This is an optimization exercise on Yosys and OpenROAD, whose aim is small area, a short achievable clock period and few clock cycles per item, not a production implementation.
In this exercise RTL edits were held to simulation tests only and were not proved equivalent to the original.

===== design/flow/run.sh =====
#!/bin/bash
# synth_recipe.tcl (not shown) runs the flow's synth.tcl, then flattens the netlist and writes it again
# the make line also repeats each setting of config.mk as NAME=value (left out here)
make -C /OpenROAD-flow-scripts/flow DESIGN_CONFIG=/design/flow/config.mk WORK_HOME=/design/flow/orfs CLKGATE_MAP_FILE= SYNTH_SCRIPT=/design/flow/synth_recipe.tcl finish

===== design/flow/config.mk =====
export PLATFORM = sky130hd
export DESIGN_NAME = lut_interp_ctrl
export DESIGN_NICKNAME = lut_interp_ctrl
export VERILOG_FILES = /design/flow/design.v
export SDC_FILE = /design/flow/constraint.sdc
export NUM_CORES = 4
export LEC_CHECK = 0
export ABC_AREA = 1
export CAP_MARGIN = 20
export CORE_MARGIN = 2
export CORE_UTILIZATION = 40
export SLEW_MARGIN = 20

===== design/flow/constraint.sdc =====
create_clock -name core_clock -period 110.0 [get_ports {clk}]
set_input_delay 22.0000 -clock core_clock [delete_from_list [all_inputs] [get_ports {clk}]]
set_output_delay 22.0000 -clock core_clock [all_outputs]
set_load 0.01 [all_outputs]

===== design/flow/design.v =====
package lut_interp_pkg;
    localparam int DEF_DATA_WIDTH = 16;
    localparam int DEF_NUM_POINTS = 8;
    localparam int DEF_ADDR_W     = $clog2(DEF_NUM_POINTS);
    typedef enum logic [1:0] {
        IDLE    = 2'd0,
        SEARCH  = 2'd1,
        COMPUTE = 2'd2,
        DONE    = 2'd3
    } state_e;
endpackage
module linear_interpolation #(
    parameter int DATA_WIDTH = 16
) (
    input  logic [DATA_WIDTH-1:0] x0,
    input  logic [DATA_WIDTH-1:0] y0,
    input  logic [DATA_WIDTH-1:0] x1,
    input  logic [DATA_WIDTH-1:0] y1,
    input  logic [DATA_WIDTH-1:0] x,
    output logic [DATA_WIDTH-1:0] y
);
    localparam int PW = 2 * DATA_WIDTH;
    logic [DATA_WIDTH-1:0] dy;
    logic [DATA_WIDTH-1:0] dx;
    logic [DATA_WIDTH-1:0] span;
    logic [PW-1:0]         prod;
    logic [DATA_WIDTH-1:0] step;
    logic                  rising;
    always_comb begin
        rising = (y1 >= y0);
        dy     = rising ? (y1 - y0) : (y0 - y1);
        dx     = x - x0;
        span   = x1 - x0;
        prod   = {{DATA_WIDTH{1'b0}}, dy} * {{DATA_WIDTH{1'b0}}, dx};
        step   = '0;
        y      = y0;
        if ((x1 == x0) || (x <= x0)) begin
            y = y0;
        end else if (x >= x1) begin
            y = y1;
        end else begin
            step = DATA_WIDTH'(prod / {{DATA_WIDTH{1'b0}}, span});
            y    = rising ? (y0 + step) : (y0 - step);
        end
    end
endmodule
module lut_interp_ctrl #(
    parameter int DATA_WIDTH = lut_interp_pkg::DEF_DATA_WIDTH,
    parameter int NUM_POINTS = lut_interp_pkg::DEF_NUM_POINTS,
    localparam int ADDR_W    = $clog2(NUM_POINTS)
) (
    input  logic                  clk,
    input  logic                  rst_n,
    input  logic                  cfg_we,
    input  logic [ADDR_W-1:0]     cfg_addr,
    input  logic [DATA_WIDTH-1:0] cfg_x,
    input  logic [DATA_WIDTH-1:0] cfg_y,
    output logic                  cfg_busy,
    input  logic                  in_valid,
    output logic                  in_ready,
    input  logic [DATA_WIDTH-1:0] in_x,
    output logic                  out_valid,
    input  logic                  out_ready,
    output logic [DATA_WIDTH-1:0] out_y,
    output logic                  out_clamped
);
    localparam int W     = 16;
    localparam int N     = 8;
    logic [W-1:0] tx_q [N];
    logic [W-1:0] ty_q [N];
    logic [N-1:0] tv_q;
    logic [W-1:0] X [N];
    logic [W-1:0] Y [N];
    logic         pw_q;
    logic [2:0]   pa_q;
    logic [W-1:0] px_q, py_q;
    always_ff @(posedge clk or negedge rst_n) begin
        if (!rst_n) begin
            pw_q <= 1'b0;
            tv_q <= '0;
        end else begin
            pw_q <= cfg_we & ~cfg_busy;
            if (pw_q) tv_q[pa_q] <= 1'b1;
        end
    end
    always_ff @(posedge clk) begin
        pa_q <= cfg_addr;
        px_q <= cfg_x;
        py_q <= cfg_y;
        for (int i = 0; i < N; i++) begin
            if (pw_q && pa_q == 3'(i)) begin
                tx_q[i] <= px_q;
                ty_q[i] <= py_q;
            end
        end
    end
    always_comb begin
        for (int i = 0; i < N; i++) begin
            X[i] = tx_q[i] & {W{tv_q[i]}};
            Y[i] = ty_q[i] & {W{tv_q[i]}};
        end
    end
    logic v0_q, v1_q, v2_q, ov_q, sv_q, adv_q, in_ready_q, busy_q;
    logic v0_d, v1_d, v2_d, ov_d, sv_d, adv_d, busy_d;
    logic acc, ld0, arrive, hold, out_en, skid_en;
    assign acc     = in_valid & in_ready_q;
    assign ld0     = adv_q | ~v0_q;          
    assign arrive  = adv_q & v2_q;           
    assign hold    = ov_q & ~out_ready;      
    assign out_en  = ~hold;
    assign skid_en = ~sv_q;
    always_comb begin
        v0_d = acc ? 1'b1 : (adv_q ? 1'b0 : v0_q);
        v1_d = adv_q ? v0_q : v1_q;
        v2_d = adv_q ? v1_q : v2_q;
        ov_d = hold | sv_q | arrive;
        sv_d = hold ? (sv_q | arrive) : (sv_q & arrive);
        adv_d  = ~sv_d | ~v2_d;
        busy_d = v0_d | v1_d | v2_d | ov_d | sv_d;
    end
    always_ff @(posedge clk or negedge rst_n) begin
        if (!rst_n) begin
            v0_q       <= 1'b0;
            v1_q       <= 1'b0;
            v2_q       <= 1'b0;
            ov_q       <= 1'b0;
            sv_q       <= 1'b0;
            adv_q      <= 1'b1;
            in_ready_q <= 1'b1;
            busy_q     <= 1'b0;
        end else begin
            v0_q       <= v0_d;
            v1_q       <= v1_d;
            v2_q       <= v2_d;
            ov_q       <= ov_d;
            sv_q       <= sv_d;
            adv_q      <= adv_d;
            in_ready_q <= adv_d | ~v0_d;
            busy_q     <= busy_d;
        end
    end
    assign in_ready  = in_ready_q;
    assign cfg_busy  = busy_q;
    assign out_valid = ov_q;
    logic [W-1:0] xin_q;
    always_ff @(posedge clk) if (ld0) xin_q <= in_x;
    logic         lt0, gt7, clamped;
    logic [W-1:0] xc;
    logic [N-2:0] c, sel;
    logic [W-1:0] x0, x1, y0, y1;
    logic         interior, rising;
    logic [W-1:0] dx, dy, span, ybase;
    logic [3:0]   lz;
    logic [W-1:0] dxn, dn;
    logic [2*W-1:0] prod;
    always_comb begin
        lt0     = xin_q < X[0];
        gt7     = ~lt0 & (xin_q > X[N-1]);
        clamped = lt0 | gt7;
        xc      = lt0 ? X[0] : (gt7 ? X[N-1] : xin_q);
        for (int i = 0; i < N-1; i++) c[i] = xc < X[i+1];
        for (int i = 0; i < N-1; i++) begin
            sel[i] = c[i];
            for (int j = 0; j < i; j++) if (c[j]) sel[i] = 1'b0;
        end
        if (c == '0) sel[N-2] = 1'b1;
        x0 = '0; x1 = '0; y0 = '0; y1 = '0;
        for (int i = 0; i < N-1; i++) begin
            x0 = x0 | (X[i]   & {W{sel[i]}});
            x1 = x1 | (X[i+1] & {W{sel[i]}});
            y0 = y0 | (Y[i]   & {W{sel[i]}});
            y1 = y1 | (Y[i+1] & {W{sel[i]}});
        end
        interior = (x0 < xc) && (xc < x1);
        rising   = (y1 >= y0);
        dy       = rising ? (y1 - y0) : (y0 - y1);
        dx       = (xc - x0) & {W{interior}};
        span     = x1 - x0;
        ybase    = (interior || (xc <= x0) || (x1 == x0)) ? y0 : y1;
        lz = 4'd15;
        for (int i = 0; i < W; i++) if (span[i]) lz = 4'(W-1-i);
        dn  = (span << lz) | {interior ? 1'b0 : 1'b1, {(W-1){1'b0}}};
        dxn = dx << lz;
        prod = {{W{1'b0}}, dy} * {{W{1'b0}}, dxn};
    end
    logic [2*W-1:0] p1_q;
    logic [W-1:0]   d1_q, ybase1_q;
    logic           rising1_q, clamped1_q;
    always_ff @(posedge clk) begin
        if (adv_q) begin
            p1_q       <= prod;
            d1_q       <= dn;
            ybase1_q   <= ybase;
            rising1_q  <= rising;
            clamped1_q <= clamped;
        end
    end
    localparam int RB = W + 3;
    localparam int KB = 10;
    typedef struct packed {
        logic [RB-1:0]  rs;
        logic [RB-1:0]  rc;
        logic [W-1:0]   pl;      
        logic [W-1:0]   qp;
        logic [W-1:0]   qn;
    } srt_t;
    function automatic srt_t srt_step(input srt_t st, input logic [W-1:0] d);
        logic [RB-1:0] s2, c2, m;
        logic [3:0]    est;
        logic          pos, neg;
        srt_t          o;
        s2  = {st.rs[RB-2:0], st.pl[W-1]};
        c2  = {st.rc[RB-2:0], 1'b0};
        est = s2[RB-1:RB-4] + c2[RB-1:RB-4];
        pos = ~est[3];
        neg = est[3] & (est != 4'b1111);
        m   = pos ? ~{{(RB-W){1'b0}}, d} : (neg ? {{(RB-W){1'b0}}, d} : '0);
        o.rs = s2 ^ c2 ^ m;
        o.rc = {((s2[RB-2:0] & c2[RB-2:0]) | (s2[RB-2:0] & m[RB-2:0]) |
                 (c2[RB-2:0] & m[RB-2:0])), pos};
        o.pl = {st.pl[W-2:0], 1'b0};
        o.qp = {st.qp[W-2:0], pos};
        o.qn = {st.qn[W-2:0], neg};
        srt_step = o;
    endfunction
    srt_t stB, stC;
    always_comb begin
        stB.rs = {{(RB-W){1'b0}}, p1_q[2*W-1:W]};
        stB.rc = '0;
        stB.pl = p1_q[W-1:0];
        stB.qp = '0;
        stB.qn = '0;
        for (int k = 0; k < KB; k++) stB = srt_step(stB, d1_q);
    end
    srt_t           st2_q;
    logic [W-1:0]   d2_q, ybase2_q;
    logic           rising2_q, clamped2_q;
    always_ff @(posedge clk) begin
        if (adv_q) begin
            st2_q      <= stB;
            d2_q       <= d1_q;
            ybase2_q   <= ybase1_q;
            rising2_q  <= rising1_q;
            clamped2_q <= clamped1_q;
        end
    end
    logic [RB-1:0] rfin;
    logic          rneg, ycin;
    logic [W-1:0]  ya, yb, ys, yc;
    logic [W-1:0]  yres;
    logic          clamped_o;
    always_comb begin
        stC = st2_q;
        for (int k = KB; k < W; k++) stC = srt_step(stC, d2_q);
        rfin = stC.rs + stC.rc;
        rneg = rfin[RB-1];
        ya = rising2_q ? stC.qp : ~stC.qp;
        yb = rising2_q ? ~stC.qn : stC.qn;
        ys = ybase2_q ^ ya ^ yb;
        yc = {((ybase2_q[W-2:0] & ya[W-2:0]) | (ybase2_q[W-2:0] & yb[W-2:0]) |
               (ya[W-2:0] & yb[W-2:0])), ~rising2_q};
        ycin = rising2_q ^ rneg;
        yres = ys + yc + {{(W-1){1'b0}}, ycin};
        clamped_o = clamped2_q;
    end
    logic [W-1:0] oy_q, sy_q;
    logic         oc_q, sc_q;
    always_ff @(posedge clk) begin
        if (skid_en) begin
            sy_q <= yres;
            sc_q <= clamped_o;
        end
        if (out_en) begin
            oy_q <= sv_q ? sy_q : yres;
            oc_q <= sv_q ? sc_q : clamped_o;
        end
    end
    assign out_y       = oy_q;
    assign out_clamped = oc_q;
endmodule

==> results of run 1 <==
-- sequential cells by signal, indices dropped and copies added, names as in the netlist, 32 cells and up --
name	cells
p1_q	32
tx_q	128
st2_q	59
ty_q	128
-- synth_stat cells, types with 26 or more instances --
cell type	n
a21oi_1	208
dfxtp_1	52
o21bai_1	26
edfxtp_1	448
a31oi_1	49
inv_1	758
clkbuf_1	137
o21ai_0	337
xnor2_1	34
a311oi_1	26
nand4_1	84
and2_1	31
nor2_1	238
nor3_1	75
nand2_1	947
xor2_1	101
o22ai_1	69
buf_1	26
nand3_1	277
buf_2	37
fa_1	469
ha_1	416
-- metal layers --
| layer | share of wire | up-vias | GRT usage |
|---|---|---|---|
| li1 | - | 17000 | - |
| met1 | 0.44 | 17600 | 0.299 |
| met2 | 0.47 | 1253 | 0.363 |
| met3 | 0.066 | 278 | 0.0297 |
| met4 | 0.032 | 0 | 0.0722 |
| met5 | 0 | - | 0 |
-- through the flow --
step / util / setup WS [ns]
final: 0.442 / 86.31
after global routing: 0.442 / 86.26
after CTS: 0.442 / 86.27
after detailed placement: 0.424 / 86.20
after global placement: 0.424 / 86.21
after floorplan: - / 87.13
-- cells in the final DEF (no fill, tap or decap), drive strengths merged, types with 50 or more instances in the layout --
master         count
a21oi            208
a31oi             50
buf               75
clkbuf            76
clkdlybuf4s50     75
dfxtp             52
edfxtp           448
fa               469
ha               416
inv              774
nand2            965
nand3            277
nand4             84
nor2             242
nor3              76
o21ai            357
o22ai             69
xor2             102
-- final timing paths --
| kind | cells past startpoint | startpoint | endpoint |
|---|---|---|---|
| max in group asynchronous | 1 | rst_n | sv_q$_DFF_PN0_ |
| worst min register to register | 0 | p1_q[4]$_DFFE_PP_ | st2_q[46]$_DFFE_PP_ |
| min in group asynchronous | 1 | rst_n | tv_q[6]$_DFFE_PN0P_ |
| worst max-delay path | 1 | in_ready_q$_DFF_PN1_ | in_ready |
| worst max register to register | 88 | d1_q[15]$_DFFE_PP_ | st2_q[74]$_DFFE_PP_ |
| worst min-delay path | 0 | p1_q[4]$_DFFE_PP_ | st2_q[46]$_DFFE_PP_ |
-- cell type report --
cell class,instances,area [sq um],share of cell area
Timing Repair Buffer,150,1310,0.0256
Tap cell,1524,1910,0.0371
Clock inverter,33,425,0.00828
Clock buffer,76,1590,0.0310
Inverter,787,2950,0.0575
Multi-Input combinational cell,3581,28200,0.550
Sequential cell,517,14900,0.291
-- logic make-up (layout without fill, tap and decap cells) --
kind of cell / Yosys count / in the layout
xor+xnor: 137 / 137
buf+inv: 995 / 1046
mux: 7 / 7
simple gates: 1719 / 1719
flops: 517 / 517
fa+ha+maj: 885 / 885
compound gates: 833 / 833
==> flow_summary_export.csv, run 1 <==
group,metric,value,unit
setup_path,worstSetupPathType,"reg2out",
clock_network,cts-root-buf,"clkbuf_16",
clock_network,tritoncts,"yes",
routing,dr.pass1.iters,6,
global_route,grt_usage,0.220,
synth,post_synth_mux_area_share,0.00149,
placed_design,gp_congestion,0.918,
layout,final_cell_area,51400,sq um
global_route,grt_pass1_wl,207,mm
synth,synth_edf_count,448,
global_route,grt-ovfl-total,0,
synth,yosys.area.top_type,"edfxtp_1",
clock_network,clock_path_buffers,3,
die,die-area,120000,sq um
clock_network,numClockSinks,517,
sta,hold_ws,0.415,ns
synth,synthSimpleGateAreaFrac,0.158,
worst_hold_path,hp-class,"reg2reg",
setup_path,crit_fanout,2,
synth,syn_area_per_cell,9.21,sq um
setup_path,cp.arrival,1.69,ns
clock_network,cts.reportedPaths.clkPinSlew,0.06,ns
die,row_count,125,
clock_network,cts_setup_buffers,0,
die,start_util,0.404,
global_route,antenna_found_initial,2,
synth,synthCells,5093,
routing,routedWlPerCell,19.9,microns
synth,synthArstFlopShare,0.0329,
sta,slew_headroom,0.224,
sta,fin_skew,0.0370,ns
placed_design,port_buffers,75,
layout,syn_to_final_growth,9.48,%
global_route,grt_pass1_vias,36300,
synth,yosysWarnings,5,
synth,synthTopCellsByArea,"edfxtp_1, fa_1, ha_1, nand2_1, inv_1",
layout,layout-drive-gt1-share,0.0490,
synth,ys_seq_elements,517,
setup_path,rrSetupSlack,88.33,ns
synth,synth_top_cell_area_share,0.287,
placed_design,dpl.hpwl,101,mm
synth,synth_fa_ha_area_frac,0.311,
die,dieHeight,346,microns
setup_path,cp_num_buf_inv,1,
routing,drt-initial-drc-count,3059,
die,die_x,346,microns
clock_network,htree_levels,2,
flow_run,cap_violations,0,
sta,slew_violations,0,
clock_network,cts_buffers,58,
clock_network,postCtsHoldBufs,0,
layout,stdcell_count,6668,
synth,syn_area,46900,sq um
sta,fin_crit,23.69,ns
sta,finalHoldViolCount,0,
placed_design,post-place-cells,6559,
setup_path,crit_family,"flip-flops",
clock_network,clk_latency,0.66,ns
routing,drc,0,
synth,synth_top_family_by_area,"adder cells",
sta,rsz0062_at_grt,"no",
sta,fmax,42.2,MHz
synth,synth_compound_area_frac,0.104,
status,status,"no timing/DRC/antenna violations",
routing,vias,36100,
sta,min_period_over_period,0.215,
routing,routed_wl,132,mm
layout,diodes,0,
setup_path,required,88.00,ns
sta,setup_viol,0,
sta,worstMarginPinSlew,1.15,ns
synth,synth_fp_nets,6034,
setup_path,crit_path_end_kind,"output port",
global_route,grt_max_degree,75,
sta,tns,0,ns
setup_path,max_stage_delay,0.53,ns
setup_path,crit_chain,"clkdlybuf4s50_1",
layout,fillers,11300,
die,pin_count,76,
synth,ys_dominant_reg_cell,"edfxtp_1",
synth,ys_types,63,
clock_network,cts_resized,0,
setup_path,cp_slowest_cell,"dfstp_2",
layout,final_nets,6036,
synth,synth-xor-area-share,0.0259,
routing,viasPerCell,5.42,
routing,ant_nets,0,
die,core-area,116000,sq um
placed_design,postPlaceCellArea,49300,sq um
setup_path,start_kind,"flop",
synth,yosysSeqAreaShare,0.318,
Testbench counts, summed over its fixed seeds: cycles 3,264, items 3,200.
==> inputs of run 2 (changes only) <==
--- a/design/flow/design.v
+++ b/design/flow/design.v
@@ -70,6 +70,4 @@
     logic [W-1:0] ty_q [N];
     logic [N-1:0] tv_q;
-    logic [W-1:0] X [N];
-    logic [W-1:0] Y [N];
     logic         pw_q;
     logic [2:0]   pa_q;
@@ -93,10 +91,4 @@
                 ty_q[i] <= py_q;
             end
-        end
-    end
-    always_comb begin
-        for (int i = 0; i < N; i++) begin
-            X[i] = tx_q[i] & {W{tv_q[i]}};
-            Y[i] = ty_q[i] & {W{tv_q[i]}};
         end
     end
@@ -145,41 +137,77 @@
     logic [W-1:0] xin_q;
     always_ff @(posedge clk) if (ld0) xin_q <= in_x;
-    logic         lt0, gt7, clamped;
+    logic         lt0, gtx7, gt7, clamped, sel_lo, sel_hi, sel_in;
     logic [W-1:0] xc;
-    logic [N-2:0] c, sel;
+    logic [N-2:0] c, sel, sx0, sx1;
+    logic         found;
     logic [W-1:0] x0, x1, y0, y1;
-    logic         interior, rising;
-    logic [W-1:0] dx, dy, span, ybase;
+    logic         bdx, bdy, bsp, bdn, interior, rising, gtx0, span_nz;
+    logic [W-1:0] dx, dy, dyp, dyn, span, ybase;
     logic [3:0]   lz;
     logic [W-1:0] dxn, dn;
     logic [2*W-1:0] prod;
-    always_comb begin
-        lt0     = xin_q < X[0];
-        gt7     = ~lt0 & (xin_q > X[N-1]);
+    function automatic logic lt16(input logic [W-1:0] a, input logic [W-1:0] b);
+        logic [W-1:0] g, p;
+        g = ~a & b;
+        p = ~a | b;
+        for (int s = 1; s < W; s = s * 2)
+            for (int i = 0; i < W; i += 2 * s) begin
+                g[i] = g[i+s] | (p[i+s] & g[i]);
+                p[i] = p[i+s] & p[i];
+            end
+        lt16 = g[0];
+    endfunction
+    function automatic logic [W:0] sub16(input logic [W-1:0] a, input logic [W-1:0] b);
+        logic         cy;
+        logic [W-1:0] d;
+        cy = 1'b1;
+        for (int i = 0; i < W; i++) begin
+            d[i] = a[i] ^ ~b[i] ^ cy;
+            cy   = (a[i] & ~b[i]) | (a[i] & cy) | (~b[i] & cy);
+        end
+        sub16 = {~cy, d};
+    endfunction
+    always_comb begin
+        lt0     = tv_q[0] & lt16(xin_q, tx_q[0]);
+        gtx7    = tv_q[N-1] ? lt16(tx_q[N-1], xin_q) : (xin_q != '0);
+        gt7     = ~lt0 & gtx7;
         clamped = lt0 | gt7;
-        xc      = lt0 ? X[0] : (gt7 ? X[N-1] : xin_q);
-        for (int i = 0; i < N-1; i++) c[i] = xc < X[i+1];
+        sel_lo  = lt0;
+        sel_hi  = gt7 & tv_q[N-1];
+        sel_in  = ~clamped;
+        xc      = (tx_q[0] & {W{sel_lo}}) | (tx_q[N-1] & {W{sel_hi}}) |
+                  (xin_q & {W{sel_in}});
+        for (int i = 0; i < N-1; i++) c[i] = tv_q[i+1] & lt16(xc, tx_q[i+1]);
+        found = |c;
         for (int i = 0; i < N-1; i++) begin
             sel[i] = c[i];
             for (int j = 0; j < i; j++) if (c[j]) sel[i] = 1'b0;
         end
-        if (c == '0) sel[N-2] = 1'b1;
+        sel[N-2] = sel[N-2] | ~found;
+        for (int i = 0; i < N-1; i++) begin
+            sx0[i] = sel[i] & tv_q[i];
+            sx1[i] = sel[i] & tv_q[i+1];
+        end
         x0 = '0; x1 = '0; y0 = '0; y1 = '0;
         for (int i = 0; i < N-1; i++) begin
-            x0 = x0 | (X[i]   & {W{sel[i]}});
-            x1 = x1 | (X[i+1] & {W{sel[i]}});
-            y0 = y0 | (Y[i]   & {W{sel[i]}});
-            y1 = y1 | (Y[i+1] & {W{sel[i]}});
-        end
-        interior = (x0 < xc) && (xc < x1);
-        rising   = (y1 >= y0);
-        dy       = rising ? (y1 - y0) : (y0 - y1);
-        dx       = (xc - x0) & {W{interior}};
-        span     = x1 - x0;
-        ybase    = (interior || (xc <= x0) || (x1 == x0)) ? y0 : y1;
+            x0 = x0 | (tx_q[i]   & {W{sx0[i]}});
+            x1 = x1 | (tx_q[i+1] & {W{sx1[i]}});
+            y0 = y0 | (ty_q[i]   & {W{sx0[i]}});
+            y1 = y1 | (ty_q[i+1] & {W{sx1[i]}});
+        end
+        {bdx, dx} = sub16(xc, x0);
+        gtx0      = ~bdx & (dx != '0);
+        {bsp, span} = sub16(x1, x0);
+        span_nz   = (span != '0);
+        interior  = found & gtx0;
+        ybase     = (~found & gtx0 & span_nz) ? y1 : y0;
+        {bdy, dyp} = sub16(y1, y0);
+        {bdn, dyn} = sub16(y0, y1);
+        rising    = ~bdy;
+        dy        = rising ? dyp : dyn;
         lz = 4'd15;
         for (int i = 0; i < W; i++) if (span[i]) lz = 4'(W-1-i);
-        dn  = (span << lz) | {interior ? 1'b0 : 1'b1, {(W-1){1'b0}}};
-        dxn = dx << lz;
+        dn   = (span << lz) | {~interior, {(W-1){1'b0}}};
+        dxn  = (dx & {W{interior}}) << lz;
         prod = {{W{1'b0}}, dy} * {{W{1'b0}}, dxn};
     end
--- a/design/flow/config.mk
+++ b/design/flow/config.mk
@@ -10,3 +10,4 @@
 export CORE_MARGIN = 2
 export CORE_UTILIZATION = 40
+export CTS_BUF_LIST = sky130_fd_sc_hd__clkbuf_8
 export SLEW_MARGIN = 20
==> flow_summary_export.csv, run 2 <==
group,metric,value,unit
sta,fmax,42.1,MHz
sta,fin_crit,23.76,ns
die,row_count,123,
status,status,"no timing/DRC/antenna violations",
global_route,antenna_found_initial,3,
routing,ant_nets,0,
routing,drc,0,
global_route,grt_usage,0.224,
global_route,grt_pass1_wl,201,mm
synth,synth_top_cell_area_share,0.298,
setup_path,start_kind,"flop",
setup_path,crit_chain,"clkdlybuf4s50_1",
synth,synth_edf_count,448,
setup_path,cp_slowest_cell,"dfstp_2",
sta,slew_headroom,0.224,
synth,syn_area,45200,sq um
layout,layout_commonest_cell,"nand2_1",
flow_run,cap_violations,0,
layout,fillers,11000,
synth,ys_dominant_reg_cell,"edfxtp_1",
synth,yosysSeqAreaShare,0.330,
layout,final_nets,5858,
sta,fin_skew,0.0544,ns
routing,routedWlPerCell,19.3,microns
synth,synthMostInstantiatedCell,"nand2_1",
die,dieHeight,340,microns
die,core-area,112000,sq um
placed_design,gp_congestion,0.936,
die,start_util,0.402,
layout,mostFrequentLayoutCells,"nand2_1, inv_1, fa_1, edfxtp_1, nor2_1",
routing,viasPerCell,5.20,
setup_path,cp.arrival,1.76,ns
layout,reg_top3,"tx_q (128), ty_q (128), st2_q (59)",
clock_network,cts-root-buf,"clkbuf_8",
synth,synthArstFlopShare,0.0329,
synth,yosysWarnings,3,
synth,synth_common_cells,"nand2_1, inv_1, fa_1, edfxtp_1, nor2_1",
synth,syn_area_per_cell,9.06,sq um
routing,routed_wl,128,mm
global_route,grt_max_degree,68,
synth,synthCells,4993,
clock_network,numClockSinks,517,
routing,drt-initial-drc-count,2752,
die,pin_count,76,
worst_hold_path,hp-class,"reg2reg",
routing,dr.pass1.iters,5,
placed_design,dpl.hpwl,98.7,mm
setup_path,crit_family,"flip-flops",
global_route,grt_pass1_vias,35000,
sta,worstMarginPinSlew,1.15,ns
clock_network,htree_levels,3,
placed_design,port_buffers,75,
synth,synth_fp_nets,5795,
die,die_x,340,microns
sta,finalHoldViolCount,0,
synth,ys_types,63,
die,die-area,116000,sq um
routing,vias,34500,
layout,layout-drive-gt1-share,0.0645,
sta,setup_viol,0,
clock_network,clock_path_buffers,3,
clock_network,cts.reportedPaths.clkPinSlew,0.06,ns
layout,syn_to_final_growth,9.66,%
synth,synthTopCellsByArea,"edfxtp_1, fa_1, nand2_1, inv_1, ha_1",
clock_network,postCtsHoldBufs,0,
sta,min_period_over_period,0.216,
clock_network,tritoncts,"yes",
sta,tns,0,ns
clock_network,cts_setup_buffers,0,
setup_path,worstSetupPathType,"reg2out",
clock_network,clk_latency,0.73,ns
setup_path,crit_path_end_kind,"output port",
sta,slew_violations,0,
synth,yosys.area.top_type,"edfxtp_1",
setup_path,max_stage_delay,0.54,ns
setup_path,rrSetupSlack,88.27,ns
setup_path,required,88.00,ns
sta,rsz0062_at_grt,"no",
setup_path,cp_num_buf_inv,1,
global_route,grt-ovfl-total,0,
setup_path,crit_fanout,2,
clock_network,cts_buffers,90,
clock_network,cts_resized,0,
synth,ys_seq_elements,517,
## run 2: changes by cell type after synthesis, moves of 37 or more
cell	change
a21oi_1	-64
clkbuf_1	-37
fa_1	+54
ha_1	-193
inv_1	+122
nand2_1	+56
nor2_1	+125
nor3_1	-51
o22ai_1	-43
## run 2: cell families after synthesis
| family | share of synthesized area |
|---|---|
| compound gates | 0.0931 |
| xor+xnor | 0.0192 |
| fa+ha+maj | 0.293 |
| buf+inv | 0.0952 |
| flops | 0.330 |
| mux | 0.000443 |
| simple gates | 0.169 |
## run 2: metrics by stage
stage               instances  hold slack [ns]  utilization  setup WS [ns]  cell area [sq um]
global placement         6463            0.402        0.424          86.40              47600
finish                   6635            0.417        0.441          86.24              49600
global route             6634            0.422        0.441          86.15              49600
floorplan                4993            0.400            -          87.24              45200
CTS                      6631            0.417        0.441          86.17              49500
detailed placement       6463            0.405        0.424          86.41              47600
## run 2: path summary, 6_finish.rpt
kind | end | from | cells past startpoint
hold reg to reg | st2_q[42]$_DFFE_PP_ | p1_q[0]$_DFFE_PP_ | 0
max in group asynchronous | v0_q$_DFF_PN0_ | rst_n | 1
hold / removal | st2_q[42]$_DFFE_PP_ | p1_q[0]$_DFFE_PP_ | 0
setup / recovery | in_ready | in_ready_q$_DFF_PN1_ | 1
min in group asynchronous | tv_q[0]$_DFFE_PN0P_ | rst_n | 1
setup reg to reg | p1_q[30]$_DFFE_PP_ | xin_q[1]$_DFFE_PP_ | 90
## run 2: layout make-up
cell class,instances,area [sq um],area share
timing repair buffer,141,1270,0.0255
multi-input combinational,3361,26100,0.526
clock buffer,100,1380,0.0278
inverter,945,3550,0.0715
tap,1500,1880,0.0378
antenna,3,7.51,0.000151
clock inverter,68,518,0.0104
sequential,517,14900,0.301
## run 2: routing by layer
layer | track usage | part of all wire
met5 | 0 | 0
met4 | 0.0756 | 0.033
met3 | 0.0315 | 0.061
met2 | 0.374 | 0.48
met1 | 0.299 | 0.43
Testbench counts of run 2, summed over its fixed seeds: cycles 3,264, items 3,200.
==> inputs of run 3 (changes only) <==
--- a/design/flow/config.mk
+++ b/design/flow/config.mk
@@ -10,4 +10,3 @@
 export CORE_MARGIN = 2
 export CORE_UTILIZATION = 40
-export CTS_BUF_LIST = sky130_fd_sc_hd__clkbuf_8
 export SLEW_MARGIN = 20
==> flow_summary_export.csv, run 3 <==
group,metric,value,unit
status,status,"no timing/DRC/antenna violations",
setup_path,worstSetupPathType,"reg2out",
routing,drt-initial-drc-count,2779,
clock_network,tritoncts,"yes",
sta,rsz0062_at_grt,"no",
layout,fillers,11000,
sta,tns,0,ns
synth,synth_fp_nets,5795,
setup_path,crit_family,"flip-flops",
synth,yosysSeqAreaShare,0.330,
setup_path,reg2reg_to,"p1_q[30]$_DFFE_PP_",
clock_network,cts_resized,0,
setup_path,cp_slowest_cell,"dfstp_2",
sta,slew_violations,0,
sta,finalHoldViolCount,0,
routing,drc,0,
synth,synthArstFlopShare,0.0329,
setup_path,required,88.00,ns
routing,ant_nets,0,
die,core-area,112000,sq um
synth,syn_area,45200,sq um
global_route,grt_max_degree,68,
clock_network,htree_levels,2,
routing,dr.pass1.iters,6,
sta,fmax,42.2,MHz
synth,synth_top_cell_area_share,0.298,
global_route,grt_usage,0.224,
die,die_x,340,microns
setup_path,cp.arrival,1.69,ns
setup_path,crit_path_end_kind,"output port",
sta,fin_skew,0.0640,ns
clock_network,postCtsHoldBufs,0,
setup_path,crit_chain,"clkdlybuf4s50_1",
die,start_util,0.402,
worst_hold_path,hold_path_depth,0,
die,die-area,116000,sq um
routing,routed_wl,128,mm
layout,layout_commonest_cell,"nand2_1",
clock_network,cts_setup_buffers,0,
setup_path,reg2reg_from,"xin_q[1]$_DFFE_PP_",
placed_design,port_buffers,75,
synth,ys_types,63,
clock_network,cts_buffers,57,
sta,slew_headroom,0.240,
sta,worstMarginPinSlew,1.13,ns
layout,finalCoreUtilization,0.442,
layout,diodes,0,
synth,ys_seq_elements,517,
die,pin_count,76,
sta,min_period_over_period,0.215,
setup_path,rrSetupSlack,88.23,ns
synth,synth_edf_count,448,
setup_path,rr_worst_depth,90,
clock_network,numClockSinks,517,
layout,layout-drive-gt1-share,0.0574,
setup_path,crit_fanout,2,
clock_network,cts.reportedPaths.clkPinSlew,0.07,ns
routing,routedWlPerCell,19.5,microns
global_route,antenna_found_initial,2,
setup_path,max_stage_delay,0.54,ns
layout,final_nets,5825,
synth,synthMostInstantiatedCell,"nand2_1",
clock_network,clk_latency,0.68,ns
placed_design,gp_congestion,0.936,
routing,vias,34400,
synth,yosysWarnings,3,
setup_path,start_kind,"flop",
clock_network,clock_path_buffers,3,
global_route,grt_pass1_vias,34900,
worst_hold_path,hp-class,"reg2reg",
layout,mostFrequentLayoutCells,"nand2_1, inv_1, fa_1, edfxtp_1, nor2_1",
layout,reg_top3,"tx_q (128), ty_q (128), st2_q (59)",
synth,syn_area_per_cell,9.06,sq um
worst_hold_path,min_to,"ybase2_q[10]$_DFFE_PP_",
synth,synthTopCellsByArea,"edfxtp_1, fa_1, nand2_1, inv_1, ha_1",
synth,synth_common_cells,"nand2_1, inv_1, fa_1, edfxtp_1, nor2_1",
worst_hold_path,min_from,"ybase1_q[10]$_DFFE_PP_",
routing,viasPerCell,5.23,
synth,yosys.area.top_type,"edfxtp_1",
sta,setup_viol,0,
global_route,grt-ovfl-total,0,
setup_path,cp_num_buf_inv,1,
clock_network,cts-root-buf,"clkbuf_16",
global_route,grt_pass1_wl,201,mm
die,dieHeight,340,microns
synth,synthCells,4993,
sta,fin_crit,23.69,ns
placed_design,dpl.hpwl,98.7,mm
synth,ys_dominant_reg_cell,"edfxtp_1",
setup_path,worst-path-stages,1,
die,row_count,123,
layout,syn_to_final_growth,9.76,%
flow_run,cap_violations,0,
## run 3: changes by cell type in the layout (fill, tap and decap cells not counted), sizes merged
| cell | delta |
|---|---|
| clkbuf | -20 |
| bufinv | -2 |
| clkinvlp | -4 |
| inv | -21 |
| diode | -3 |
| clkinv | -13 |
## run 3: kinds of logic after synthesis
| group | synth area share |
|---|---|
| AND/OR/NAND/NOR | 0.169 |
| adder cells (fa/ha/maj) | 0.293 |
| XOR/XNOR | 0.0192 |
| multiplexers | 0.000443 |
| flip-flops | 0.330 |
| AO/OA/AOI/OAI | 0.0931 |
| buffers and inverters | 0.0952 |
## run 3: how the worst max path moves through the flow
| stage | to | startpoint |
|---|---|---|
| floorplan | oc_q$_DFFE_PN_ | out_ready |
| global placement | oy_q[10]$_DFFE_PN_ | out_ready |
| detailed placement | oy_q[10]$_DFFE_PN_ | out_ready |
| CTS | in_ready | in_ready_q$_DFF_PN1_ |
| global route | in_ready | in_ready_q$_DFF_PN1_ |
| finish | in_ready | in_ready_q$_DFF_PN1_ |
## run 3: area by class of cell
cell class	instances	area, sq um	share of cell area
multi-input cells	3361	26100	0.525
flip-flops and latches	517	14900	0.301
clock inverters	28	330	0.00666
well taps	1500	1880	0.0378
clock buffers	80	1620	0.0325
repair buffers	141	1270	0.0255
inverters	945	3550	0.0715
## run 3: layer usage
metal  track usage  vias up  wire (microns)  share of wire
li1              -    16200               -              -
met1         0.301    16800           55400           0.43
met2         0.374     1155           61100           0.48
met3        0.0293      268            7610          0.059
met4        0.0756        2            4370          0.034
met5             0        -              13        0.00010
## run 3: metrics by stage
step                      instances  setup slack [ns]  hold WS (ns)  instance area (sq um)
final                          6572             86.31         0.406                  49600
after CTS                      6571             86.27         0.406                  49600
after global placement         6463             86.40         0.402                  47600
after global routing           6572             86.25         0.412                  49600
after detailed placement       6463             86.41         0.405                  47600
after floorplan                4993             87.24         0.400                  45200
==> inputs of run 4 (changes only) <==
--- a/design/flow/config.mk
+++ b/design/flow/config.mk
@@ -10,3 +10,5 @@
 export CORE_MARGIN = 2
 export CORE_UTILIZATION = 40
+export CTS_CLUSTER_DIAMETER = 80
+export CTS_CLUSTER_SIZE = 28
 export SLEW_MARGIN = 20
==> flow_summary_export.csv, run 4 <==
group,metric,value,unit
setup_path,max_stage_delay,0.55,ns
synth,synth_common_cells,"nand2_1, inv_1, fa_1, edfxtp_1, nor2_1",
worst_hold_path,min_to,"ybase2_q[5]$_DFFE_PP_",
layout,layout-drive-gt1-share,0.0506,
routing,routed_wl,127,mm
layout,final_cell_area,48800,sq um
layout,final_nets,5799,
die,dieHeight,340,microns
placed_design,port_buffers,75,
sta,fmax,42.1,MHz
sta,tns,0,ns
setup_path,rr_worst_depth,84,
layout,reg_top3,"tx_q (128), ty_q (128), st2_q (59)",
global_route,grt_pass1_wl,200,mm
synth,synthArstFlopShare,0.0329,
sta,finalHoldViolCount,0,
global_route,antenna_found_initial,1,
setup_path,crit_chain,"clkdlybuf4s50_1",
die,start_util,0.402,
synth,synth_top_cell_area_share,0.298,
worst_hold_path,min_from,"ybase1_q[5]$_DFFE_PP_",
global_route,grt_usage,0.221,
setup_path,crit_path_end_kind,"output port",
clock_network,cts_setup_buffers,0,
synth,ys_types,63,
worst_hold_path,hp-class,"reg2reg",
clock_network,htree_levels,1,
worst_hold_path,hold_path_depth,0,
setup_path,worstSetupPathType,"reg2out",
synth,synth_edf_count,448,
flow_run,cap_violations,0,
layout,diodes,0,
setup_path,crit_family,"flip-flops",
sta,rsz0062_at_grt,"no",
synth,syn_area_per_cell,9.06,sq um
setup_path,cp.arrival,1.77,ns
synth,ys_dominant_reg_cell,"edfxtp_1",
clock_network,cts.reportedPaths.clkPinSlew,0.10,ns
setup_path,crit_fanout,2,
setup_path,cp_slowest_cell,"dfstp_2",
global_route,grt_pass1_vias,34500,
sta,slew_headroom,0.169,
die,core-area,112000,sq um
global_route,grt-ovfl-total,0,
clock_network,numClockSinks,517,
clock_network,postCtsHoldBufs,0,
sta,fin_crit,23.77,ns
layout,layout_commonest_cell,"nand2_1",
routing,drc,0,
layout,syn_to_final_growth,7.99,%
layout,fillers,11100,
setup_path,reg2reg_from,"xin_q[1]$_DFFE_PP_",
status,status,"no timing/DRC/antenna violations",
synth,synthTopCellsByArea,"edfxtp_1, fa_1, nand2_1, inv_1, ha_1",
synth,synthMostInstantiatedCell,"nand2_1",
synth,ys_seq_elements,517,
placed_design,dpl.hpwl,98.7,mm
die,die-area,116000,sq um
sta,slew_violations,0,
synth,yosys.area.top_type,"edfxtp_1",
clock_network,tritoncts,"yes",
synth,yosysSeqAreaShare,0.330,
global_route,grt_max_degree,68,
routing,routedWlPerCell,19.5,microns
sta,setup_viol,0,
clock_network,cts_buffers,31,
clock_network,cts-root-buf,"clkbuf_16",
synth,syn_area,45200,sq um
routing,ant_nets,0,
clock_network,cts_resized,0,
routing,drt-initial-drc-count,2890,
sta,fin_skew,0.0414,ns
die,die_x,340,microns
synth,synthCells,4993,
clock_network,clk_latency,0.71,ns
routing,vias,34100,
clock_network,clock_path_buffers,3,
placed_design,gp_congestion,0.936,
routing,viasPerCell,5.22,
setup_path,required,88.00,ns
setup_path,reg2reg_to,"p1_q[30]$_DFFE_PP_",
routing,dr.pass1.iters,6,
placed_design,postPlaceCellArea,47600,sq um
die,pin_count,76,
synth,synth_fp_nets,5795,
synth,yosysWarnings,3,
setup_path,cp_num_buf_inv,1,
setup_path,rrSetupSlack,88.21,ns
layout,mostFrequentLayoutCells,"nand2_1, inv_1, fa_1, edfxtp_1, nor2_1",
die,row_count,123,
sta,worstMarginPinSlew,1.24,ns
setup_path,start_kind,"flop",
sta,min_period_over_period,0.216,
==> run 4: cell counts after synthesis <==
No cell type changed its count.
==> run 4: worst max path at each step <==
| stage | start | endpoint | slack [ns] | cells after the start |
|---|---|---|---|---|
| finish | in_ready_q$_DFF_PN1_ | in_ready | 86.23 | 1 |
| global route | in_ready_q$_DFF_PN1_ | in_ready | 86.18 | 1 |
| CTS | in_ready_q$_DFF_PN1_ | in_ready | 86.19 | 1 |
| detailed placement | out_ready | oy_q[10]$_DFFE_PN_ | 86.41 | 3 |
| global placement | out_ready | oy_q[10]$_DFFE_PN_ | 86.40 | 3 |
| floorplan | out_ready | oc_q$_DFFE_PN_ | 87.24 | 2 |
==> run 4: cell families (layout without fill, tap and decap cells) <==
group           after synthesis  count (layout)  synth area share
mux                           2               2          0.000443
compound gates              716             716            0.0931
fa+ha+maj                   746             746             0.293
buf+inv                    1115            1144            0.0952
xor+xnor                     99              99            0.0192
flops                       517             517             0.330
simple gates               1798            1798             0.169
==> run 4: worst reg2reg max path: cells and delay by family (launching register included) <==
| family | cells | cell delay, ns |
|---|---|---|
| and+or+nand+nor | 37 | 6.87 |
| DFF | 1 | 0.49 |
| buffers and inverters | 14 | 3.08 |
| xor gates and xnor gates | 1 | 0.13 |
| adders and majority gates | 21 | 8.55 |
| AOI/OAI and AO/OA | 11 | 2.40 |
==> run 4: layout make-up <==
cell class | count | area [sq um] | share of cell area
clock buffer | 37 | 808 | 0.0166
multi-input combinational | 3361 | 26100 | 0.534
timing repair buffer | 141 | 1270 | 0.0259
sequential | 517 | 14900 | 0.306
inverter | 945 | 3550 | 0.0726
clock inverter | 21 | 339 | 0.00694
tap | 1500 | 1880 | 0.0384
==> run 4: per-layer routing <==
layer | wire length (microns) | vias to the layer above | global-route usage
met5 | 0 | - | 0
met4 | 4320 | 0 | 0.0717
met3 | 7540 | 245 | 0.0269
met2 | 60400 | 1087 | 0.370
met1 | 55100 | 16600 | 0.299
li1 | - | 16100 | -
==> run 4: metrics by stage <==
stage / util / hold slack [ns] / setup slack, ns / std cells
2_1_floorplan: - / 0.400 / 87.24 / 4993
3_3_place_gp: 0.424 / 0.402 / 86.40 / 6463
3_5_place_dp: 0.424 / 0.405 / 86.41 / 6463
4_1_cts: 0.434 / 0.402 / 86.19 / 6521
5_1_grt: 0.435 / 0.405 / 86.18 / 6522
6_report: 0.435 / 0.398 / 86.23 / 6522
==> inputs of run 5 (changes only) <==
--- a/design/flow/design.v
+++ b/design/flow/design.v
@@ -93,8 +93,8 @@
         end
     end
-    logic v0_q, v1_q, v2_q, ov_q, sv_q, adv_q, in_ready_q, busy_q;
+    logic v0_q, v1_q, v2_q, ov_q, sv_q, adv_q, nrdy_q, busy_q;
     logic v0_d, v1_d, v2_d, ov_d, sv_d, adv_d, busy_d;
     logic acc, ld0, arrive, hold, out_en, skid_en;
-    assign acc     = in_valid & in_ready_q;
+    assign acc     = in_valid & ~nrdy_q;
     assign ld0     = adv_q | ~v0_q;          
     assign arrive  = adv_q & v2_q;           
@@ -119,5 +119,5 @@
             sv_q       <= 1'b0;
             adv_q      <= 1'b1;
-            in_ready_q <= 1'b1;
+            nrdy_q     <= 1'b0;
             busy_q     <= 1'b0;
         end else begin
@@ -128,9 +128,9 @@
             sv_q       <= sv_d;
             adv_q      <= adv_d;
-            in_ready_q <= adv_d | ~v0_d;
+            nrdy_q     <= ~adv_d & v0_d;
             busy_q     <= busy_d;
         end
     end
-    assign in_ready  = in_ready_q;
+    assign in_ready  = ~nrdy_q;
     assign cfg_busy  = busy_q;
     assign out_valid = ov_q;
==> design/flow/flow/run.sh (new file) <==
#!/bin/bash
# Layout flow: the standard ORFS flow, unchanged except that the port
# buffers ORFS inserts at placement are sky130_fd_sc_hd__buf_2 cells
# instead of the ones buffer_ports picks by default (clkdlybuf4s50_1, a
# delay cell). Every input and output port still gets its own buffer.
set -euo pipefail
export BUFFER_PORTS_ARGS="-buffer_cell sky130_fd_sc_hd__buf_2"
bash standard.sh > standard_flow.log 2>&1
==> design/flow/standard.sh (new file) <==
#!/bin/bash
# synth_recipe.tcl (not shown) runs the flow's synth.tcl, then flattens the netlist and writes it again
# the make line also repeats each setting of config.mk as NAME=value (left out here)
make -C /OpenROAD-flow-scripts/flow DESIGN_CONFIG=/design/flow/config.mk WORK_HOME=/design/flow/orfs CLKGATE_MAP_FILE= SYNTH_SCRIPT=/design/flow/synth_recipe.tcl "${@:-finish}"
--- a/design/flow/config.mk
+++ b/design/flow/config.mk
@@ -10,5 +10,3 @@
 export CORE_MARGIN = 2
 export CORE_UTILIZATION = 40
-export CTS_CLUSTER_DIAMETER = 80
-export CTS_CLUSTER_SIZE = 28
 export SLEW_MARGIN = 20
removed: design/flow/run.sh
==> flow_summary_export.csv, run 5 <==
group,metric,value,unit
global_route,grt_usage,0.225,
synth,synth_fp_nets,5754,
layout,layout-drive-gt1-share,0.0708,
routing,drt-initial-drc-count,2996,
die,core-area,112000,sq um
sta,fmax,43.2,MHz
clock_network,clk_latency,0.69,ns
clock_network,tritoncts,"yes",
die,die_x,340,microns
global_route,grt_max_degree,72,
clock_network,postCtsHoldBufs,0,
sta,fin_skew,0.0588,ns
sta,fin_crit,23.17,ns
layout,mostFrequentLayoutCells,"nand2_1, inv_1, fa_1, edfxtp_1, o21ai_0",
worst_hold_path,hold_path_depth,1,
routing,dr.pass1.iters,8,
synth,ys_types,67,
routing,viasPerCell,5.24,
die,die-area,116000,sq um
worst_hold_path,hp-class,"reg2reg",
synth,yosysSeqAreaShare,0.330,
synth,ys_seq_elements,517,
flow_run,cap_violations,0,
layout,layout_commonest_cell,"nand2_1",
synth,ys_dominant_reg_cell,"edfxtp_1",
synth,yosysWarnings,3,
routing,routed_wl,129,mm
sta,min_period_over_period,0.211,
placed_design,port_buffers,75,
global_route,grt_pass1_wl,202,mm
status,status,"no timing/DRC/antenna violations",
synth,yosys.area.top_type,"edfxtp_1",
routing,drc,0,
sta,slew_violations,0,
layout,diodes,0,
setup_path,reg2reg_from,"d1_q[15]$_DFFE_PP_",
layout,seq_area,14900,sq um
global_route,antenna_found_initial,2,
sta,finalHoldViolCount,0,
setup_path,required,88.00,ns
clock_network,numClockSinks,517,
routing,vias,34300,
sta,tns,0,ns
sta,fin_ws,86.83,ns
die,pin_count,76,
worst_hold_path,min_from,"busy_q$_DFF_PN0_",
routing,ant_nets,0,
clock_network,cts_resized,0,
synth,synthTopCellsByArea,"edfxtp_1, fa_1, nand2_1, inv_1, ha_1",
setup_path,rr_worst_depth,89,
setup_path,crit_fanout,2,
clock_network,cts_setup_buffers,0,
clock_network,htree_levels,2,
placed_design,dpl.hpwl,99.7,mm
layout,multi_input_area,26100,sq um
layout,final_nets,5792,
die,row_count,123,
layout,reg_top3,"tx_q (128), ty_q (128), st2_q (59)",
sta,worstMarginPinSlew,0.953,ns
die,dieHeight,340,microns
setup_path,start_kind,"flop",
placed_design,gp_congestion,0.955,
synth,synthArstFlopShare,0.0329,
clock_network,cts.reportedPaths.clkPinSlew,0.06,ns
sta,slew_headroom,0.359,
synth,synth_edf_count,448,
synth,synth_common_cells,"nand2_1, inv_1, fa_1, edfxtp_1, o21ai_0",
setup_path,crit_path_end_kind,"output port",
synth,synth_top_cell_area_share,0.298,
sta,setup_viol,0,
placed_design,place_worst_setup_slack,86.08,ns
sta,rsz0062_at_grt,"no",
synth,synthMostInstantiatedCell,"nand2_1",
clock_network,clock_path_buffers,3,
setup_path,cp.arrival,1.17,ns
clock_network,cts_buffers,60,
global_route,grt-ovfl-total,0,
clock_network,cts-root-buf,"clkbuf_16",
synth,syn_area_per_cell,9.13,sq um
die,start_util,0.403,
setup_path,worstSetupPathType,"reg2out",
layout,fillers,11000,
layout,syn_to_final_growth,9.23,%
synth,synthCells,4952,
routing,routedWlPerCell,19.8,microns
setup_path,worstSetupStartpoint,"nrdy_q$_DFF_PN0_",
synth,syn_area,45200,sq um
global_route,grt_pass1_vias,34600,
-- run 5: cell count changes after synthesis, moves of 11 or more --
cell,previous run,this run
nor3_1,24,12
nand4_1,50,62
inv_1,880,891
nand2_1,1003,954
and2_1,1,12
o21ai_0,328,366
nor2_1,363,344
a21oi_1,144,157
inv_2,40,24
o221ai_1,24,38
-- run 5: metrics by stage --
stage	utilization	cell area, sq um	hold slack [ns]	std cells
6_report	0.440	49400	0.415	6542
5_1_grt	0.440	49400	0.419	6542
4_1_cts	0.439	49400	0.418	6542
3_5_place_dp	0.420	47200	0.405	6428
3_3_place_gp	0.420	47200	0.401	6428
2_1_floorplan	-	45200	0.400	4952
-- run 5: logic make-up (layout without fill, tap and decap cells) --
family	Yosys count	after routing	synth area share
muxes	1	1	0.000221
DFF	517	517	0.330
xor gates and xnor gates	98	98	0.0190
and+or+nand+nor	1739	1739	0.166
AOI/OAI and AO/OA	752	752	0.0963
adders and majority gates	746	746	0.293
buffers and inverters	1099	1189	0.0951
-- run 5: cell type report --
type,count,area share
Clock buffer,78,0.0340
Clock inverter,36,0.00937
Inverter,935,0.0711
Multi-Input combinational cell,3336,0.528
Sequential cell,517,0.302
Tap cell,1500,0.0380
Timing Repair Buffer,140,0.0175
-- run 5: final timing paths --
path	slack, ns	end
max in group asynchronous	88.39	adv_q$_DFF_PN1_
worst min-delay path	0.41	pw_q$_DFF_PN0_
worst max register to register	88.12	st2_q[82]$_DFFE_PP_
worst max-delay path	86.83	in_ready
worst min register to register	0.41	pw_q$_DFF_PN0_
min in group asynchronous	21.24	tv_q[5]$_DFFE_PN0P_
-- run 5: per-layer routing --
layer / GRT usage / up-vias / wire length, microns / part of all wire
li1: - / 16100 / - / -
met5: 0 / - / 8 / 0.000062
met1: 0.308 / 16800 / 56300 / 0.44
met2: 0.374 / 1122 / 61200 / 0.47
met3: 0.0303 / 243 / 7980 / 0.062
met4: 0.0672 / 2 / 3820 / 0.030
-- run 5: critical path: stages, from the launching register on --
cell	delay, ns
dfrtp_1	0.37
inv_1	0.05
buf_2	0.11
Testbench counts of run 5, summed over its fixed seeds: cycles 3,264, items 3,200.
==> inputs of run 6 (changes only) <==
--- a/design/flow/design.v
+++ b/design/flow/design.v
@@ -94,5 +94,5 @@
     end
     logic v0_q, v1_q, v2_q, ov_q, sv_q, adv_q, nrdy_q, busy_q;
-    logic v0_d, v1_d, v2_d, ov_d, sv_d, adv_d, busy_d;
+    logic v0_d, v1_d, v2_d, ov_d, sv_d, adv_d, nrdy_d, busy_d;
     logic acc, ld0, arrive, hold, out_en, skid_en;
     assign acc     = in_valid & ~nrdy_q;
@@ -102,12 +102,33 @@
     assign out_en  = ~hold;
     assign skid_en = ~sv_q;
+    logic [3:0] c_ov, c_sv, c_adv, c_nrdy, c_busy, c_v0;
     always_comb begin
-        v0_d = acc ? 1'b1 : (adv_q ? 1'b0 : v0_q);
-        v1_d = adv_q ? v0_q : v1_q;
-        v2_d = adv_q ? v1_q : v2_q;
-        ov_d = hold | sv_q | arrive;
-        sv_d = hold ? (sv_q | arrive) : (sv_q & arrive);
-        adv_d  = ~sv_d | ~v2_d;
-        busy_d = v0_d | v1_d | v2_d | ov_d | sv_d;
+        for (int k = 0; k < 4; k++) begin
+            logic r, iv, h, a, v0n, v1n, v2n, ovn, svn, advn;
+            r    = k[1];
+            iv   = k[0];
+            h    = ov_q & ~r;
+            a    = iv & ~nrdy_q;
+            v0n  = a ? 1'b1 : (adv_q ? 1'b0 : v0_q);
+            v1n  = adv_q ? v0_q : v1_q;
+            v2n  = adv_q ? v1_q : v2_q;
+            ovn  = h | sv_q | arrive;
+            svn  = h ? (sv_q | arrive) : (sv_q & arrive);
+            advn = ~svn | ~v2n;
+            c_v0[k]   = v0n;
+            c_ov[k]   = ovn;
+            c_sv[k]   = svn;
+            c_adv[k]  = advn;
+            c_nrdy[k] = ~advn & v0n;
+            c_busy[k] = v0n | v1n | v2n | ovn | svn;
+        end
+        v0_d   = c_v0[{out_ready, in_valid}];
+        ov_d   = c_ov[{out_ready, in_valid}];
+        sv_d   = c_sv[{out_ready, in_valid}];
+        adv_d  = c_adv[{out_ready, in_valid}];
+        nrdy_d = c_nrdy[{out_ready, in_valid}];
+        busy_d = c_busy[{out_ready, in_valid}];
+        v1_d   = adv_q ? v0_q : v1_q;
+        v2_d   = adv_q ? v1_q : v2_q;
     end
     always_ff @(posedge clk or negedge rst_n) begin
@@ -128,5 +149,5 @@
             sv_q       <= sv_d;
             adv_q      <= adv_d;
-            nrdy_q     <= ~adv_d & v0_d;
+            nrdy_q     <= nrdy_d;
             busy_q     <= busy_d;
         end
@@ -233,5 +254,6 @@
         logic [W-1:0]   qn;
     } srt_t;
-    function automatic srt_t srt_step(input srt_t st, input logic [W-1:0] d);
+    function automatic srt_t srt_step(input srt_t st, input logic [W-1:0] d,
+                                      input logic [W-1:0] dinv);
         logic [RB-1:0] s2, c2, m;
         logic [3:0]    est;
@@ -243,5 +265,5 @@
         pos = ~est[3];
         neg = est[3] & (est != 4'b1111);
-        m   = pos ? ~{{(RB-W){1'b0}}, d} : (neg ? {{(RB-W){1'b0}}, d} : '0);
+        m   = ({{(RB-W){1'b1}}, dinv} & {RB{pos}}) | ({{(RB-W){1'b0}}, d} & {RB{neg}});
         o.rs = s2 ^ c2 ^ m;
         o.rc = {((s2[RB-2:0] & c2[RB-2:0]) | (s2[RB-2:0] & m[RB-2:0]) |
@@ -259,5 +281,5 @@
         stB.qp = '0;
         stB.qn = '0;
-        for (int k = 0; k < KB; k++) stB = srt_step(stB, d1_q);
+        for (int k = 0; k < KB; k++) stB = srt_step(stB, d1_q, ~d1_q);
     end
     srt_t           st2_q;
@@ -280,5 +302,5 @@
     always_comb begin
         stC = st2_q;
-        for (int k = KB; k < W; k++) stC = srt_step(stC, d2_q);
+        for (int k = KB; k < W; k++) stC = srt_step(stC, d2_q, ~d2_q);
         rfin = stC.rs + stC.rc;
         rneg = rfin[RB-1];
--- a/design/flow/config.mk
+++ b/design/flow/config.mk
@@ -10,3 +10,5 @@
 export CORE_MARGIN = 2
 export CORE_UTILIZATION = 40
+export CTS_CLUSTER_DIAMETER = 80
+export CTS_CLUSTER_SIZE = 28
 export SLEW_MARGIN = 20
==> flow_summary_export.csv, run 6 <==
group,metric,value,unit
layout,multi_input_area,26100,sq um
setup_path,crit_chain,"buf_2",
sta,fin_skew,0.0718,ns
global_route,grt_max_degree,75,
synth,synthCells,4884,
die,start_util,0.402,
sta,tns,0,ns
sta,slew_violations,0,
placed_design,postPlaceCellArea,47100,sq um
synth,synth_compound_area_frac,0.106,
clock_network,clock_path_buffers,3,
sta,fin_crit,23.16,ns
sta,slew_headroom,0.311,
sta,fmax,43.2,MHz
clock_network,cts-root-buf,"clkbuf_16",
clock_network,htree_levels,2,
sta,rsz0062_at_grt,"no",
routing,routedWlPerCell,20.4,microns
synth,synth_common_cells,"nand2_1, inv_1, fa_1, edfxtp_1, o21ai_0",
synth,post_synth_mux_area_share,0.000664,
die,core-area,112000,sq um
setup_path,crit_family,"flip-flops",
routing,drc,0,
sta,worstMarginPinSlew,1.03,ns
clock_network,numClockSinks,517,
placed_design,gp_congestion,0.933,
synth,ys_types,68,
worst_hold_path,hp-class,"reg2reg",
routing,ant_nets,0,
routing,routed_wl,131,mm
die,die_x,340,microns
global_route,grt_usage,0.227,
synth,synthArstFlopShare,0.0329,
routing,drt-initial-drc-count,2911,
clock_network,cts_buffers,34,
flow_run,cap_violations,0,
global_route,grt_pass1_vias,33800,
synth,synth_top_cell_area_share,0.298,
routing,viasPerCell,5.29,
synth,yosysWarnings,3,
placed_design,dpl.hpwl,100,mm
layout,syn_to_final_growth,7.12,%
die,row_count,123,
layout,reg_top3,"tx_q (128), ty_q (128), st2_q (59)",
clock_network,tritoncts,"yes",
layout,fillers,11000,
sta,min_period_over_period,0.211,
clock_network,cts_resized,0,
synth,synth_top_family_by_area,"adder cells",
placed_design,port_buffers,75,
layout,layout_commonest_cell,"nand2_1",
synth,yosys.area.top_type,"edfxtp_1",
setup_path,worstSetupPathType,"reg2out",
routing,vias,33900,
placed_design,place_worst_setup_slack,86.45,ns
layout,mostFrequentLayoutCells,"nand2_1, inv_1, fa_1, edfxtp_1, o21ai_0",
setup_path,cp_slowest_cell,"edfxtp_1",
synth,ys_seq_elements,517,
sta,finalHoldViolCount,0,
layout,diodes,0,
die,die-area,116000,sq um
setup_path,max_stage_delay,0.43,ns
synth,synthTopCellsByArea,"edfxtp_1, fa_1, nand2_1, inv_1, ha_1",
sta,setup_viol,0,
synth,syn_area,45200,sq um
layout,layout-drive-gt1-share,0.0725,
clock_network,clk_latency,0.64,ns
routing,dr.pass1.iters,6,
layout,final_cell_area,48400,sq um
synth,synth_edf_count,448,
status,status,"no timing/DRC/antenna violations",
setup_path,crit_path_end_kind,"output port",
synth,syn_area_per_cell,9.25,sq um
synth,synth_fa_ha_area_frac,0.293,
clock_network,cts_setup_buffers,0,
synth,synthSimpleGateAreaFrac,0.158,
setup_path,crit_fanout,1,
layout,final_nets,5687,
global_route,antenna_found_initial,2,
clock_network,postCtsHoldBufs,0,
synth,synthMostInstantiatedCell,"nand2_1",
global_route,grt-ovfl-total,0,
setup_path,cp_num_buf_inv,1,
setup_path,start_kind,"flop",
die,pin_count,76,
synth,synth-xor-area-share,0.0190,
die,dieHeight,340,microns
global_route,grt_pass1_wl,203,mm
sta,fin_ws,86.84,ns
synth,ys_dominant_reg_cell,"edfxtp_1",
clock_network,cts.reportedPaths.clkPinSlew,0.10,ns
setup_path,cp.arrival,1.16,ns
layout,seq_area,14900,sq um
synth,yosysSeqAreaShare,0.330,
setup_path,required,88.00,ns
synth,synth_fp_nets,5684,
run 6: cell count changes after synthesis, sizes merged, moves of 12 or more:
cell,previous run,this run
inv,916,885
o221ai,38,25
nor4,24,8
o22ai,26,49
buf,68,88
nor2,351,281
a221o,0,12
nand3,269,235
o21ai,395,411
run 6: per-layer routing:
layer / vias to the layer above / global-route usage / wire length (microns)
li1: 15900 / - / -
met1: 16600 / 0.306 / 55500
met2: 1166 / 0.383 / 62800
met3: 203 / 0.0301 / 8590
met4: 0 / 0.0634 / 3760
met5: - / 0 / 0
run 6: final cells by class:
| class | instances | area share |
|---|---|---|
| Inverter | 908 | 0.0705 |
| Multi-Input combinational cell | 3286 | 0.539 |
| Clock buffer | 42 | 0.0186 |
| Sequential cell | 517 | 0.308 |
| Tap cell | 1500 | 0.0388 |
| Clock inverter | 20 | 0.00700 |
| Timing Repair Buffer | 140 | 0.0178 |
run 6: logic make-up (layout without fill, tap and decap cells):
logic type,after synthesis,after routing
compound gates,817,817
xor+xnor,98,98
fa+ha+maj,744,744
buf+inv,1081,1110
flops,517,517
mux,3,3
simple gates,1624,1624
run 6: worst paths after layout:
check / depth (start not counted) / to / from / slack, ns
max in group asynchronous: 1 / adv_q$_DFF_PN1_ / rst_n / 88.27
hold reg to reg: 0 / ybase2_q[1]$_DFFE_PP_ / ybase1_q[1]$_DFFE_PP_ / 0.41
min in group asynchronous: 1 / tv_q[2]$_DFFE_PN0P_ / rst_n / 21.33
setup reg to reg: 92 / st2_q[82]$_DFFE_PP_ / d1_q[15]$_DFFE_PP_ / 87.49
setup / recovery: 1 / out_y[15] / oy_q[15]$_DFFE_PN_ / 86.84
hold / removal: 0 / ybase2_q[1]$_DFFE_PP_ / ybase1_q[1]$_DFFE_PP_ / 0.41
run 6: metrics by stage:
step                cells   util  hold WS, ns
finish               6413  0.431        0.407
global route         6413  0.431        0.420
CTS                  6413  0.431        0.414
detailed placement   6351  0.420        0.405
global placement     6351  0.420        0.404
floorplan            4884      -        0.400
Testbench counts of run 6, summed over its fixed seeds: cycles 3,264, items 3,200.

==> afterwards: timing with drivers on the ports <==
The flow's constraints put no driver on any port. The routed layouts listed below were extracted and timed again, unchanged, in two steps. Step 1 (the two cells are an assumption about what drives the block):
set clk [get_ports {clk}]
set_driving_cell -lib_cell sky130_fd_sc_hd__clkbuf_16 $clk
set_driving_cell -lib_cell sky130_fd_sc_hd__buf_2 [delete_from_list [all_inputs] $clk]
Step 2 adds t to the input delays and takes it off the output delays; t is the mean of the earliest and latest rising clock arrival at the registers after step 1. Input paths then give back, and output paths get back, about the clock's delay inside the block. Slacks: ideal ports / drivers / drivers and shift; pairs: ideal ports / drivers.
run | t (ns) | slack for setup (ns) | hold slack, ns | worst slew at a driven data input, ns | cell pins on the clock port's net
run 1 | 0.716 | 86.306 / 86.230 / 86.271 | 0.415 / 0.415 / 0.415 | 0.04 | 1
run 2 | 0.773 | 86.238 / 86.170 / 86.495 | 0.417 / 0.417 / 0.417 | 0.03 | 1
run 3 | 0.720 | 86.307 / 86.233 / 86.488 | 0.406 / 0.406 / 0.406 | 0.03 | 1
run 4 | 0.748 | 86.233 / 86.162 / 86.514 | 0.398 / 0.398 / 0.398 | 0.03 | 1
run 5 | 0.731 | 86.830 / 86.754 / 86.887 | 0.415 / 0.415 / 0.415 | 0.04 | 1
run 6 | 0.671 | 86.837 / 86.766 / 86.617 | 0.407 / 0.407 / 0.407 | 0.03 | 1
After both steps setup and hold are still met in every run listed. For run 6, which loses most, drivers alone change the setup slack by -0.071 ns; drivers and shift together by -0.220 ns.
